Source: an optimization exercise on an open RTL-to-GDS flow (aim: small area). Production flows keep margins and buffers that such runs may drop.
Only simulation tests tie the RTL to the original design; equivalence was not proved.
Power figures rest on the tool's default switching activity, not on a simulated workload.

==> flow/design.v (excerpt) <==
module xdma_read_data_mover #(
  parameter int unsigned DataWidth    = 512,
  parameter int unsigned AddrWidth    = 48,
  parameter int unsigned AxiIdWidth   = 4,
  parameter int unsigned ReqFifoDepth = 4
) (
  input  logic                  clk_i,
  input  logic                  rst_ni,
  input  logic [AddrWidth-1:0]  rd_addr_i,
  input  logic [7:0]            rd_len_i,
  input  logic                  rd_last_i,
  input  logic                  rd_valid_i,
  output logic                  rd_ready_o,
  output logic [AxiIdWidth-1:0] ar_id_o,
  output logic [AddrWidth-1:0]  ar_addr_o,
  output logic [7:0]            ar_len_o,
  output logic [2:0]            ar_size_o,
  output logic [1:0]            ar_burst_o,
  output logic                  ar_valid_o,
  input  logic                  ar_ready_i,
  input  logic [DataWidth-1:0]  r_data_i,
  input  logic [1:0]            r_resp_i,
  input  logic                  r_last_i,
  input  logic                  r_valid_i,
  output logic                  r_ready_o,
  output logic [DataWidth-1:0]  data_o,
  output logic                  data_valid_o,
  input  logic                  data_ready_i,
  output logic                  trans_complete_o,
  output logic                  error_o
);
For scale: roughly 4000 cells after synthesis, ~1300 flip-flops, roughly 1200 I/O pins, ~46000 sq um of cells after synthesis.
==> flow/config.mk <==
export PLATFORM = sky130hd
export DESIGN_NAME = xdma_read_data_mover
export DESIGN_NICKNAME = xdma_read_data_mover
export VERILOG_FILES = /design/flow/design.v
export SDC_FILE = /design/flow/constraint.sdc
export NUM_CORES = 4
export LEC_CHECK = 0
export ABC_AREA = 1
export CAP_MARGIN = 20
export CORE_MARGIN = 2
export CORE_UTILIZATION = 40
export CTS_CLUSTER_DIAMETER = 100
export CTS_CLUSTER_SIZE = 30
export SLEW_MARGIN = 20
==> flow/constraint.sdc <==
create_clock -name core_clock -period 5.0 [get_ports {clk_i}]
set_input_delay 1.0000 -clock core_clock [delete_from_list [all_inputs] [get_ports {clk_i}]]
set_output_delay 1.0000 -clock core_clock [all_outputs]
set_load 0.01 [all_outputs]
standard.sh (not shown) runs the stock make flow with config.mk's settings and CLKGATE_MAP_FILE= SYNTH_SCRIPT=/design/flow/synth_recipe.tcl, a recipe that flattens the netlist after the stock synthesis.
==> flow/flow/run.sh <==
#!/bin/bash
# Standard layout with two changes:
#  - the port buffers buffer_ports inserts are the smallest buffer
#    (sky130_fd_sc_hd__buf_1) rather than the cell it picks by default;
#    repair_design still resizes any that need more drive;
#  - after floorplanning, OpenROAD's restructure re-maps the combinational
#    logic for area (flow/restructure.tcl).
set -euo pipefail
bash standard.sh "BUFFER_PORTS_ARGS=-buffer_cell sky130_fd_sc_hd__buf_1" \
  "POST_FLOORPLAN_TCL=$PWD/flow/restructure.tcl" finish > standard_flow.log 2>&1
==> flow/flow/restructure.tcl <==
# POST_FLOORPLAN hook: area-oriented re-mapping of the combinational logic
# (registers are left as synthesis made them).
report_design_area
restructure -target area \
  -liberty_file [lindex $::env(LIB_FILES) 0] \
  -tielo_port sky130_fd_sc_hd__conb_1/LO \
  -tiehi_port sky130_fd_sc_hd__conb_1/HI \
  -work_dir $::env(OBJECTS_DIR) \
  -abc_logfile $::env(LOG_DIR)/2_1_restructure_abc.log
report_design_area
The first run went through all stages and came out clean.
Next try:
==> flow/run.sh (new file) <==
#!/bin/bash
# synth_recipe.tcl (not shown) runs the flow's synth.tcl, then flattens the netlist and writes it again
# the make line also repeats each setting of config.mk as NAME=value (left out here)
make -C /OpenROAD-flow-scripts/flow DESIGN_CONFIG=/design/flow/config.mk WORK_HOME=/design/flow/orfs CLKGATE_MAP_FILE= SYNTH_SCRIPT=/design/flow/synth_recipe.tcl finish
CTS_BUF_LIST = sky130_fd_sc_hd__clkbuf_4 sky130_fd_sc_hd__clkbuf_8   (was default)
CTS_CLUSTER_DIAMETER = default   (was 100)
CTS_CLUSTER_SIZE = default   (was 30)
removed: flow/flow/run.sh
removed: flow/flow/restructure.tcl
removed: flow/standard.sh
- The changed run completed without violations
- setup slack gets worse by 0.51 ns
- utilization grows by 12 points
- die area is unchanged
- worst hold slack got worse by 0.17 ns
- power went up by about 17%
- maximum frequency shrinks by 11%
- non-clock buffer count is lower by 4
- via count went up by 10%
- routed wire length shrinks by about 0.8%
- design area went up by 26%


Setup of rev 12:
Starting RTL as in the previous note.
clock: 5.0 ns
lec_check: 0
abc_area: 1
cap_margin: 20
core_margin: 2
core_utilization: 60
cts_cluster_diameter: 100
cts_cluster_size: 20
slew_margin: 20
==> flow/flow/run.sh <==
#!/bin/bash
# Standard layout with two changes:
#  - the port buffers buffer_ports inserts are the smallest buffer
#    (sky130_fd_sc_hd__buf_1) rather than the cell it picks by default;
#    repair_design still resizes any that need more drive;
#  - after floorplanning, OpenROAD's restructure re-maps the combinational
#    logic for area (flow/restructure.tcl).
set -euo pipefail
bash standard.sh "BUFFER_PORTS_ARGS=-buffer_cell sky130_fd_sc_hd__buf_1" \
  "POST_FLOORPLAN_TCL=$PWD/flow/restructure.tcl" finish > standard_flow.log 2>&1
==> flow/flow/restructure.tcl <==
# POST_FLOORPLAN hook: area-oriented re-mapping of the combinational logic
# (registers are left as synthesis made them).
report_design_area
restructure -target area \
  -liberty_file [lindex $::env(LIB_FILES) 0] \
  -tielo_port sky130_fd_sc_hd__conb_1/LO \
  -tiehi_port sky130_fd_sc_hd__conb_1/HI \
  -work_dir $::env(OBJECTS_DIR) \
  -abc_logfile $::env(LOG_DIR)/2_1_restructure_abc.log
report_design_area
No final results exist for rev 12, since it was stopped by error PPL-0024 during 3_2_place_iop.
Here is what was changed in the inputs of rev 13 compared with rev 12.
Settings: a change of CORE_UTILIZATION from 60 to 40; a change of CTS_CLUSTER_SIZE from 20 to 25.
### Flow results
- Rev 13 has completed all stages; timing, DRC and antenna checks passed.
- Count of different cell masters after synthesis came out exactly the same in rev 13 and rev 12.
- | initial core utilization | lower: rev 13 |
- Measured against rev 12, the height of the chip of rev 13 comes out at 1.2 times the reference value.
- Comparing rev 12 against rev 13, there is no change at all in proportion of synthesized chip area in sequential cells.

-- afterwards: timing with drivers on the ports --
The results above use ideal ports. As a check the final layouts listed here were re-extracted and re-timed, cells and wires unchanged.
Step 1: set_driving_cell puts a clkbuf_16 on clk_i and a buf_2 on each other input, an assumption about the parent block.
Step 2 adds t to the input delays and takes it off the output delays; t is the mean of the earliest and latest rising clock arrival at the registers after step 1. Input paths then give back, and output paths get back, about the clock's delay inside the block.
a / b / c = ideal / step 1 / step 2; a / b = the first two.
run | t, ns | setup slack, ns | worst setup path after step 2 | clock arrival spread, ns
the first run of note 1 | 0.758 | 0.963 / 0.878 / 1.636 | register to output | 0.059 / 0.058
the second run of note 1 | 0.950 | 0.457 / 0.383 / 1.333 | register to output | 0.068 / 0.069
rev 13 | 0.772 | 0.979 / 0.903 / 1.675 | register to output | 0.047 / 0.048
After both steps setup and hold are still met in every run listed.
